This is an optimization exercise on Yosys and OpenROAD, whose aim is small area, not a production implementation. RTL that was checked went through simulation tests only; none was proved equivalent to the original. Function not checked in run 2: the RTL went through the layout flow alone. Power figures rest on the tool's default switching activity, not on a simulated workload.

[flow/config.mk]
export PLATFORM = sky130hd
export DESIGN_NAME = rfu
export DESIGN_NICKNAME = rfu
export VERILOG_FILES = /design/flow/design.v
export SDC_FILE = /design/flow/constraint.sdc
export NUM_CORES = 4
export LEC_CHECK = 0
export CAP_MARGIN = 20
export CORE_MARGIN = 2
export CORE_UTILIZATION = 40
export SLEW_MARGIN = 20
[flow/run.sh]
#!/bin/bash
# synth_recipe.tcl (not shown) runs the flow's synth.tcl, then flattens the netlist and writes it again
# the make line also repeats each setting of config.mk as NAME=value (left out here)
make -C /OpenROAD-flow-scripts/flow DESIGN_CONFIG=/design/flow/config.mk WORK_HOME=/design/flow/orfs CLKGATE_MAP_FILE= SYNTH_SCRIPT=/design/flow/synth_recipe.tcl finish
[flow/design.v]
module rfu #(
    parameter int NR_GPR = 32
) (
    input  logic         clock,
    input  logic         reset,
    input  logic         ifu_valid_i,
    input  logic [31:0]  ifu_pc_i,
    input  logic [31:0]  ifu_inst_i,
    input  logic         wb_valid_i,
    input  logic         wb_gr_we_i,
    input  logic [4:0]   wb_rd_i,
    input  logic [31:0]  wb_wdata_i,
    input  logic         wb_csr_we_i,
    input  logic [11:0]  wb_csr_addr_i,
    input  logic [31:0]  wb_csr_wdata_i,
    input  logic         wb_excp_i,
    input  logic         wb_xret_i,
    input  logic [31:0]  wb_pc_i,
    output logic [191:0] rfu_deu_bus_o,
    output logic         valid_o,
    output logic [31:0]  csr_mtvec_o,
    output logic [31:0]  csr_mepc_o
);
    logic gr_we, csr_we, excp, xret;
    assign gr_we  = wb_valid_i && wb_gr_we_i;
    assign csr_we = wb_valid_i && wb_csr_we_i;
    assign excp   = wb_valid_i && wb_excp_i;
    assign xret   = wb_valid_i && wb_xret_i && !wb_excp_i;
    logic [31:0] gpr [1:NR_GPR-1];
    logic [NR_GPR-1:0] wsel;           
    logic [31:0] wd;                   
    assign wd = wb_wdata_i & {32{~reset}};
    always_comb begin
        wsel = '0;
        for (int j = 1; j < NR_GPR; j++)
            wsel[j] = gr_we && wb_rd_i == 5'(j);
    end
    for (genvar j = 1; j < NR_GPR; j++) begin : g_gpr
        always_ff @(posedge clock)
            if (reset || wsel[j]) gpr[j] <= wd;
    end
    function automatic logic [31:0] gpr_read(input logic [4:0] idx);
        logic [31:0] v;
        logic        byp;
        v   = '0;
        byp = 1'b0;
        for (int j = 1; j < NR_GPR; j++) begin
            if (idx == 5'(j) && !wsel[j] && !reset) v = v | gpr[j];
            if (idx == 5'(j) &&  wsel[j])           byp = 1'b1;
        end
        if (byp && !reset) v = v | wb_wdata_i;
        gpr_read = v;
    endfunction
    logic [31:0] mstatus, mtvec, mepc, mcause;
    logic [31:0] mstatus_n, mtvec_n, mepc_n, mcause_n;
    logic [31:0] mstatus_q;            
    logic we300, we305, we341, we342;
    assign we300 = csr_we && wb_csr_addr_i == 12'h300;
    assign we305 = csr_we && wb_csr_addr_i == 12'h305;
    assign we341 = csr_we && wb_csr_addr_i == 12'h341;
    assign we342 = csr_we && wb_csr_addr_i == 12'h342;
    always_comb begin
        mstatus = mstatus_q;
        mstatus[12:11] = 2'b11;
    end
    always_comb begin
        mstatus_n = we300 ? wb_csr_wdata_i | 32'h0000_1800 : mstatus;
        mtvec_n   = we305 ? wb_csr_wdata_i : mtvec;
        mepc_n    = excp ? wb_pc_i : we341 ? wb_csr_wdata_i : mepc;
        mcause_n  = excp ? 32'd11 : we342 ? wb_csr_wdata_i : mcause;
        if (excp) begin
            mstatus_n[7] = mstatus[3];
            mstatus_n[3] = 1'b0;
        end else if (xret) begin
            mstatus_n[3] = mstatus[7];
            mstatus_n[7] = 1'b1;
        end
    end
    always_ff @(posedge clock) begin
        if (reset) begin
            mstatus_q <= '0;
            mtvec     <= '0;
            mepc      <= '0;
            mcause    <= '0;
        end else begin
            mstatus_q <= mstatus_n;
            mtvec     <= mtvec_n;
            mepc      <= mepc_n;
            mcause    <= mcause_n;
        end
    end
    assign csr_mtvec_o = mtvec;
    assign csr_mepc_o  = mepc;
    logic [11:0] ca;
    logic [31:0] csr_value, rs1_value, rs2_value;
    assign ca = ifu_inst_i[31:20];
    always_comb begin
        csr_value = '0;
        if (!reset) begin
            if (ca == 12'h300) csr_value = csr_value | mstatus_n;
            if (ca == 12'h305) csr_value = csr_value | mtvec_n;
            if (ca == 12'h341) csr_value = csr_value | mepc_n;
            if (ca == 12'h342) csr_value = csr_value | mcause_n;
        end
        rs1_value = gpr_read(ifu_inst_i[19:15]);
        rs2_value = gpr_read(ifu_inst_i[24:20]);
    end
    logic [31:0] pc_q, inst_q, rs1_q, rs2_q, csr_q;
    logic        fetched;              
    always_ff @(posedge clock) begin
        if (reset || ifu_valid_i) begin
            pc_q   <= ifu_pc_i   & {32{~reset}};
            inst_q <= ifu_inst_i & {32{~reset}};
            rs1_q  <= rs1_value;
            rs2_q  <= rs2_value;
            csr_q  <= csr_value;
        end
    end
    always_ff @(posedge clock) begin
        valid_o <= ifu_valid_i && !reset;
        fetched <= (fetched || ifu_valid_i) && !reset;
    end
    logic [31:0] pc4;
    assign pc4 = {pc_q[31:2] + {29'd0, fetched}, pc_q[1:0]};
    assign rfu_deu_bus_o = {pc4, pc_q, inst_q, rs1_q, rs2_q, csr_q};
endmodule
[flow/constraint.sdc]
create_clock -name core_clock -period 5.0 [get_ports {clock}]
set_input_delay 1.0000 -clock core_clock [delete_from_list [all_inputs] [get_ports {clock}]]
set_output_delay 1.0000 -clock core_clock [all_outputs]
set_load 0.01 [all_outputs]
==> results.yml, run 1 <==
clock_network:
  clock_sinks: 1280
  cts-root-buf: "clkbuf_16"
  clk_latency_ns: 0.81
  post_cts_resized: 0
  clockBufferDepth: 3
  numCtsBuffers: 141
  postCtsHoldBufs: 0
  cts_setup_buffers: 0
  h-tree-depth: 4
  cts.clk_slew.worst_paths_ns: 0.06
  tritoncts: "yes"
pwr:
  power_density_nw_per_um2: 379
  peakVddDrop_mv: 0.270
  leakage_uw: 0.0238
critical_path:
  crit_fanout: 4
  cp-end-kind: "output pin"
  regToRegStartpoint: "gpr[2][25]$_DFFE_PP_"
  crit_top_cell: "nor2_1"
  cp_slowest_stage_delay_ns: 0.56
  worstPathRequired_ns: 4.00
  crit_chain: "ha_1, nand3_1, or4_1, nor2_1, nand4_1, nor2_1, xor2_1, clkdlybuf4s50_1"
  critPathLaunch: "pc_q[2]$_DFFE_PP_"
  critical_path_class: "register to output pin"
  crit_arrival_ns: 3.70
  startpoint_type: "register"
  r2r_end: "rs2_q[25]$_DFFE_PP_"
  r2r_cells: 6
  ff2ff_setup_slack_ns: 2.54
  critPathSlowestCell: "clkdlybuf4s50_1"
sta:
  maxSlewViolCount: 0
  tns_ns: 0
  period_share_pct: 93.9
  tightest_slew_ns: 1.32
  max_freq_ghz: 0.213
  slew_headroom_pct: 11.8
  whs_ns: 0.462
  fin_crit_ns: 4.70
  rsz0062_at_grt: "false"
  skew_ns: 0.0393
  final-setup-viol-count: 0
  hold_viol_final: 0
yosys:
  synthesis.instances: 4026
  synth_area_per_cell_um2: 13.8
  synth.most_common_cell: "edfxtp_1"
  synth_top_area_cell: "edfxtp_1"
  ys_ff_latch: 1280
  yosysWarnings: 2
  ys_async_sr_fraction_pct: 0
  synth_area_leaders: "edfxtp_1 62%, a22oi_1 5.6%, dfxtp_1 4.6%"
  ys.flop_type: "edfxtp_1"
  seq_area_frac_synth_pct: 67.1
  synth_edf_count: 1152
  ys_types: 74
  netlist.area_leader.share_pct: 62.5
  synth_common_cells: "1152 x edfxtp_1, 412 x a22oi_1, 247 x nand2_1"
  syn_area_um2: 55400
route:
  viasPerCell: 7.30
  ant_nets: 0
  wl_per_cell_um: 44.0
  drt-total-wl_mm: 288
  dr_total_vias: 47769
  firstDrtPassIters: 9
  remaining_drc_errors: 0
  drt_iter0_drc: 10127
final_layout:
  nets: 4809
  post-route-cell-area_um2: 69900
  nFillCells: 11756
  drive_gt1_share_pct: 14.8
  synthToLayoutAreaGrowth_pct: 26.3
  instances_no_fill: 6542
placement:
  hpwlAfterDp_mm: 176
  dpl.cell_count: 6270
  globalplace.congestion: 1.04
  place_area_um2: 65000
  numPortBuffers: 441
global_routing:
  antenna_found_initial: 26
  grt_pass1_wl_mm: 382
  grt_max_degree: 135
  grt.overflow.total: 0
  grt_use_total_pct: 39.5
  grt_pass1_vias: 44748
die:
  pin_count: 442
  coreArea_um2: 137000
  die_x_um: 376
  die_h_um: 376
  start_util_pct: 40.3
  die_area_um2: 141000
  rows: 136
worst_hold_path:
  hold_end: "mcause[11]$_SDFF_PP0_"
  hold_path.class: "register to register"
  worst_hold_startpoint: "mcause[11]$_SDFF_PP0_"
  hold_depth: 2
run_status:
  status: "timing/DRC/antenna clean"
job:
  drv_cap: 0
[metal layers]
metal / global-route usage (%) / vias to the layer above / routed length (um)
li1: - / 17963 / -
met1: 49.1 / 23518 / 99400
met2: 57.7 / 4947 / 121000
met3: 14.6 / 1313 / 43700
met4: 26.0 / 28 / 23300
met5: 0 / - / 230
[area by class of cell]
cell class	instances	area (um^2)	share of cell area (%)
flip-flops and latches	1280	37200	53.1
multi-input cells	2385	17900	25.6
repair buffers	784	7710	11.0
clock buffers	180	3840	5.49
well taps	1794	2240	3.21
clock inverters	77	932	1.33
inverters	30	118	0.168
diodes	12	30.0	0.0430
[registers in the layout (all words and copies together), names as in the netlist, 30 cells and up]
register,count
rs1_q,32
pc_q,32
csr_q,32
rs2_q,32
inst_q,32
mepc,32
mcause,32
mstatus_q,30
gpr,992
mtvec,32
[per-stage QoR]
| stage | power, uW | utilization, % | setup WS [ns] |
|---|---|---|---|
| floorplan | 14000 | - | 0.277 |
| global placement | 15700 | 47.2 | 0.188 |
| detailed placement | 15600 | 47.3 | 0.199 |
| CTS | 26400 | 50.8 | 0.182 |
| global route | 27000 | 50.8 | 0.0829 |
| finish | 26500 | 50.8 | 0.305 |
[cells in the final DEF (no fill, tap or decap), types with 18 or more instances in the layout]
| cell type | instances |
|---|---|
| and4_1 | 18 |
| a32oi_1 | 25 |
| o21ai_4 | 30 |
| o2111a_1 | 19 |
| dfxtp_1 | 128 |
| a211o_1 | 24 |
| nor4_1 | 19 |
| nor2_1 | 216 |
| a222oi_1 | 170 |
| and3_1 | 35 |
| nand4_1 | 106 |
| a211oi_4 | 50 |
| nand2_1 | 246 |
| clkbuf_16 | 148 |
| o2111ai_1 | 27 |
| edfxtp_1 | 1152 |
| buf_12 | 53 |
| a2111o_1 | 23 |
| a221oi_1 | 106 |
| and2_1 | 31 |
| a22o_1 | 103 |
| clkdlybuf4s50_1 | 440 |
| clkbuf_1 | 30 |
| a22oi_1 | 412 |
| mux2i_1 | 90 |
| bufinv_16 | 18 |
| o22ai_1 | 29 |
| nand3_1 | 76 |
| inv_1 | 28 |
| clkinv_1 | 30 |
| nor2b_1 | 80 |
| a211oi_1 | 43 |
| a21oi_1 | 87 |
| xnor2_1 | 18 |
| nor3_1 | 29 |
| buf_4 | 282 |
[how the worst max path moves through the flow]
stage | end | slack, ns | cells past startpoint
floorplan | gpr[10][0]$_DFFE_PP_ | 0.28 | 6
global route | rfu_deu_bus_o[186] | 0.08 | 9
global placement | rs1_q[9]$_DFFE_PP_ | 0.19 | 10
finish | rfu_deu_bus_o[191] | 0.30 | 8
detailed placement | rs1_q[9]$_DFFE_PP_ | 0.20 | 10
CTS | rfu_deu_bus_o[191] | 0.18 | 8
[report_power, final]
group / switching (uW) / internal (uW) / total [uW]
combinational: 1480 / 814 / 2300
clock: 4510 / 6380 / 10900
sequential: 620 / 12600 / 13300
total: 6620 / 19800 / 26500
[kinds of logic after synthesis]
family | synth area share, %
adders and majority gates | 0.0452
AOI/OAI and AO/OA | 18.5
xor gates and xnor gates | 0.554
buffers and inverters | 2.75
DFF | 67.1
and+or+nand+nor | 9.38
muxes | 1.71
[worst max-delay path: cells and delay by family (launching register included)]
kind,cells,cell delay [ns]
simple gates,5,1.50
buf+inv,1,0.56
flops,1,0.37
fa+ha+maj,1,0.28
xor+xnor,1,0.21
==> run 2: changes to the inputs <==
==> flow/design.v (replaced) <==
module rfu #(
    parameter int NR_GPR = 32
) (
    input  logic         clock,
    input  logic         reset,
    input  logic         ifu_valid_i,
    input  logic [31:0]  ifu_pc_i,
    input  logic [31:0]  ifu_inst_i,
    input  logic         wb_valid_i,
    input  logic         wb_gr_we_i,
    input  logic [4:0]   wb_rd_i,
    input  logic [31:0]  wb_wdata_i,
    input  logic         wb_csr_we_i,
    input  logic [11:0]  wb_csr_addr_i,
    input  logic [31:0]  wb_csr_wdata_i,
    input  logic         wb_excp_i,
    input  logic         wb_xret_i,
    input  logic [31:0]  wb_pc_i,
    output logic [191:0] rfu_deu_bus_o,
    output logic         valid_o,
    output logic [31:0]  csr_mtvec_o,
    output logic [31:0]  csr_mepc_o
);
    localparam int IW = $clog2(NR_GPR);
    logic [31:0] gpr [NR_GPR];
    logic [31:0] mstatus, mtvec, mepc, mcause;
    logic [31:0] mstatus_n, mtvec_n, mepc_n, mcause_n;
    logic [31:0] rs1_value, rs2_value, csr_value;
    logic        gr_we, csr_we, excp, xret;
    assign gr_we  = wb_valid_i && wb_gr_we_i && wb_rd_i != 5'd0 && wb_rd_i < NR_GPR;
    assign csr_we = wb_valid_i && wb_csr_we_i;
    assign excp   = wb_valid_i && wb_excp_i;
    assign xret   = wb_valid_i && wb_xret_i && !wb_excp_i;
    assign csr_mtvec_o = mtvec;
    assign csr_mepc_o  = mepc;
    function automatic logic [31:0] gpr_read(input logic [4:0] idx);
        if (idx == 5'd0 || idx >= NR_GPR) gpr_read = 32'd0;
        else if (gr_we && wb_rd_i == idx) gpr_read = wb_wdata_i;
        else gpr_read = gpr[idx[IW-1:0]];
    endfunction
    always_comb begin
        mstatus_n = csr_we && wb_csr_addr_i == 12'h300 ? wb_csr_wdata_i | 32'h0000_1800 : mstatus;
        mtvec_n   = csr_we && wb_csr_addr_i == 12'h305 ? wb_csr_wdata_i : mtvec;
        mepc_n    = excp ? wb_pc_i : csr_we && wb_csr_addr_i == 12'h341 ? wb_csr_wdata_i : mepc;
        mcause_n  = excp ? 32'd11 : csr_we && wb_csr_addr_i == 12'h342 ? wb_csr_wdata_i : mcause;
        if (excp) begin
            mstatus_n[7] = mstatus[3];
            mstatus_n[3] = 1'b0;
        end else if (xret) begin
            mstatus_n[3] = mstatus[7];
            mstatus_n[7] = 1'b1;
        end
    end
    always_comb begin
        rs1_value = gpr_read(ifu_inst_i[19:15]);
        rs2_value = gpr_read(ifu_inst_i[24:20]);
        csr_value = ifu_inst_i[31:20] == 12'h300 ? mstatus_n :
                    ifu_inst_i[31:20] == 12'h305 ? mtvec_n :
                    ifu_inst_i[31:20] == 12'h341 ? mepc_n :
                    ifu_inst_i[31:20] == 12'h342 ? mcause_n : 32'd0;
    end
    always_ff @(posedge clock) begin
        if (reset) begin
            valid_o       <= 1'b0;
            rfu_deu_bus_o <= '0;
        end else begin
            valid_o <= ifu_valid_i;
            if (ifu_valid_i)
                rfu_deu_bus_o <= {ifu_pc_i + 32'd4, ifu_pc_i, ifu_inst_i, rs1_value, rs2_value, csr_value};
        end
    end
    always_ff @(posedge clock) begin
        if (reset) begin
            mstatus <= 32'h0000_1800;
            mtvec   <= '0;
            mepc    <= '0;
            mcause  <= '0;
            for (int i = 0; i < NR_GPR; i++) gpr[i] <= '0;
        end else begin
            mstatus <= mstatus_n;
            mtvec   <= mtvec_n;
            mepc    <= mepc_n;
            mcause  <= mcause_n;
            if (gr_we) gpr[wb_rd_i[IW-1:0]] <= wb_wdata_i;
        end
    end
endmodule
==> run 2 against run 1 <==
  * Still clean on timing, DRC and antenna
  * Register-to-register slack improved by 0.15 ns
  * Utilization fell by 2.5 points
  * Sequential share of layout area fell by 7.3 points
  * First-iteration DRC count fell by 47%
  * Area after synthesis rose by 22%
  * Combinational power rose by 43%
  * Flip-flop and latch count rose by 63
  * Final area rose by 16%
  * Non-clock buffer count fell by 123
  * Via count fell by 3.7%
  * Critical path type is now input port to register
  * Largest power group unchanged
  * Highest routed layer unchanged
==> results.yml, run 2 <==
pwr:
  p_int_uw: 20700
  comb_power_share_pct: 11.8
  p_switching_uw: 6960
  power_density_nw_per_um2: 342
  sequentialPowerShare_pct: 46.6
  peakVddDrop_mv: 0.300
  leakage_uw: 0.0290
  switching_share_pct: 25.1
  clkPwrFrac_pct: 41.6
critical_path:
  cp-end-kind: "register"
  regToRegStartpoint: "gpr[19][25]$_SDFFCE_PN0P_"
  r2r_cells: 5
  critical_path_class: "input port to register"
  crit_fanout: 16
  critPathLaunch: "wb_rd_i[3]"
  startpoint_type: "input port"
  crit_arrival_ns: 3.93
  worstPathRequired_ns: 5.48
sta:
  rsz0062_at_grt: "false"
  skew_ns: 0.0392
  tightest_slew_ns: 1.16
  maxSlewViolCount: 0
  fin_crit_ns: 3.45
  setup_ws_ns: 1.55
  final-setup-viol-count: 0
  whs_ns: 0.447
  period_share_pct: 69.0
  max_freq_ghz: 0.290
  slew_headroom_pct: 22.8
  hold_viol_final: 0
final_layout:
  nFillCells: 14526
  mostFrequentLayoutCells: "1024 x edfxtp_1, 995 x and2_1, 478 x mux4_2"
  instances_no_fill: 7700
  largest_reg_flops: 1024
  largest-register: "gpr"
  final_common_cell: "edfxtp_1"
  drive_gt1_share_pct: 19.0
  top_regs: "gpr: 1024 flops, rfu_deu_bus_o: 190 flops"
  nets: 5548
  synthToLayoutAreaGrowth_pct: 19.6
worst_hold_path:
  worst_hold_startpoint: "mstatus[11]$_SDFF_PP1_"
  hold_depth: 1
  hold_path.class: "register to register"
global_routing:
  grt_use_total_pct: 27.3
  antenna_found_initial: 16
  grt_pass1_wl_mm: 340
  grt_pass1_vias: 45315
  grt_max_degree: 161
  grt.overflow.total: 0
die:
  start_util_pct: 40.4
  die_x_um: 415
  pin_count: 442
  die_h_um: 415
  rows: 150
  die_area_um2: 173000
  coreArea_um2: 168000
yosys:
  ys_async_sr_fraction_pct: 0
  ys_types: 72
  syn_area_um2: 67700
  synth_common_cells: "1024 x edfxtp_1, 996 x and2_1, 478 x mux4_2"
  netlist.area_leader.share_pct: 45.4
  ys_ff_latch: 1343
  seq_area_frac_synth_pct: 54.9
  yosysWarnings: 1
  synth.most_common_cell: "edfxtp_1"
  synth_area_leaders: "edfxtp_1 45%, mux4_2 16%, dfxtp_1 9.4%"
  ys.flop_type: "edfxtp_1"
  synthesis.instances: 5028
  synth_area_per_cell_um2: 13.5
  synth_top_area_cell: "edfxtp_1"
  synth_edf_count: 1024
placement:
  dpl.cell_count: 7410
  hpwlAfterDp_mm: 150
  numPortBuffers: 441
  globalplace.congestion: 0.850
  pre_cts_ws_ns: 0.754
route:
  drt-total-wl_mm: 239
  viasPerCell: 5.97
  wl_per_cell_um: 31.1
  dr_total_vias: 45982
  ant_nets: 0
  remaining_drc_errors: 0
  firstDrtPassIters: 6
  drt_iter0_drc: 5412
clock_network:
  clock_sinks: 1343
  tritoncts: "yes"
  cts-root-buf: "clkbuf_16"
  clockBufferDepth: 3
  h-tree-depth: 4
  numCtsBuffers: 154
  cts_setup_buffers: 0
  postCtsHoldBufs: 0
  clk_latency_ns: 0.81
  cts.clk_slew.worst_paths_ns: 0.06
  post_cts_resized: 0
job:
  drv_cap: 0
run_status:
  status: "timing/DRC/antenna clean"
## run 2: cell families after synthesis
group,after synthesis,share of synthesized area (%)
flops,1343,54.9
fa+ha+maj,1,0.0185
mux,876,21.8
buf+inv,526,3.17
other cells,1,0.00554
compound gates,547,5.95
simple gates,1703,13.8
xor+xnor,31,0.401
## run 2: stage by stage
stage	TNS (ns)	cell area, um^2	power, uW	util (%)
after CTS	0	81000	27800	48.3
final	0	81000	27700	48.3
after global routing	0	81000	28400	48.3
after detailed placement	0	75900	16400	45.3
after global placement	0	75900	16300	45.3
after floorplan	-12.66	67800	14800	-
## run 2: layout make-up
class / instances / area (um^2) / share of cell area, %
Antenna cell: 10 / 25.0 / 0.0309
Clock buffer: 209 / 4260 / 5.26
Clock inverter: 71 / 837 / 1.03
Inverter: 12 / 46.3 / 0.0572
Multi-Input combinational cell: 3190 / 29200 / 36.1
Sequential cell: 1343 / 37100 / 45.9
Tap cell: 2204 / 2760 / 3.41
Timing Repair Buffer: 661 / 6720 / 8.30
## run 2: per-layer routing
layer | vias to the layer above | part of all wire (%) | GRT usage [%] | wire length [um]
met3 | 440 | 9.4 | 5.57 | 22600
met4 | 2 | 3.7 | 10.1 | 8780
li1 | 19627 | - | - | -
met1 | 23448 | 39 | 35.9 | 93300
met5 | - | 0.0054 | 0 | 13
met2 | 2465 | 48 | 44.6 | 115000
## run 2: worst max-delay path, cell delays in order
cell             delay, ns
clkdlybuf4s50_1       0.79
or3_1                 0.23
or4b_2                0.99
o21ai_4               0.62
buf_12                0.25
## run 2: power groups by stage
stage               clock network [uW]  registers (uW)  logic, uW
floorplan                            0           13100       1750
global placement                     0           13100       3230
detailed placement                   0           13100       3250
CTS                              11700           12900       3260
global route                     12100           13000       3420
finish                           11500           12900       3280
## run 2: final timing paths
path,endpoint,slack [ns]
max reg2reg,rfu_deu_bus_o[89]$_SDFFE_PP0P_,2.69
min reg2reg,mstatus[11]$_SDFF_PP1_,0.45
min,mstatus[11]$_SDFF_PP1_,0.45
max,gpr[8][21]$_SDFFCE_PN0P_,1.55

==> separate check: timing with driven ports <==
Ports are ideal in the flow. The routed layouts listed here were re-timed in OpenROAD. Step 1 assumes that a clkbuf_16 drives the clock port and a buf_2 every other input. Step 2 moves the port delays by t, midway between the first and last clock arrival at a register: inputs arrive t later, outputs are due t later. That takes back most of the time a late clock gives input paths. Three values: ideal, step 1, step 2; two values: the first two.
run	t, ns	slack for setup (ns)	worst register clock-pin slew, ns	pins driven straight from the clock port
run 1	0.875	0.305 / 0.224 / -0.101	0.07 / 0.07	1
run 2	0.874	1.548 / 1.608 / 0.734	0.07 / 0.07	1
Met with ideal ports but missed after step 2: setup timing in run 1. For run 2, which loses most, drivers alone change the setup slack by +0.060 ns; drivers and shift together by -0.814 ns.
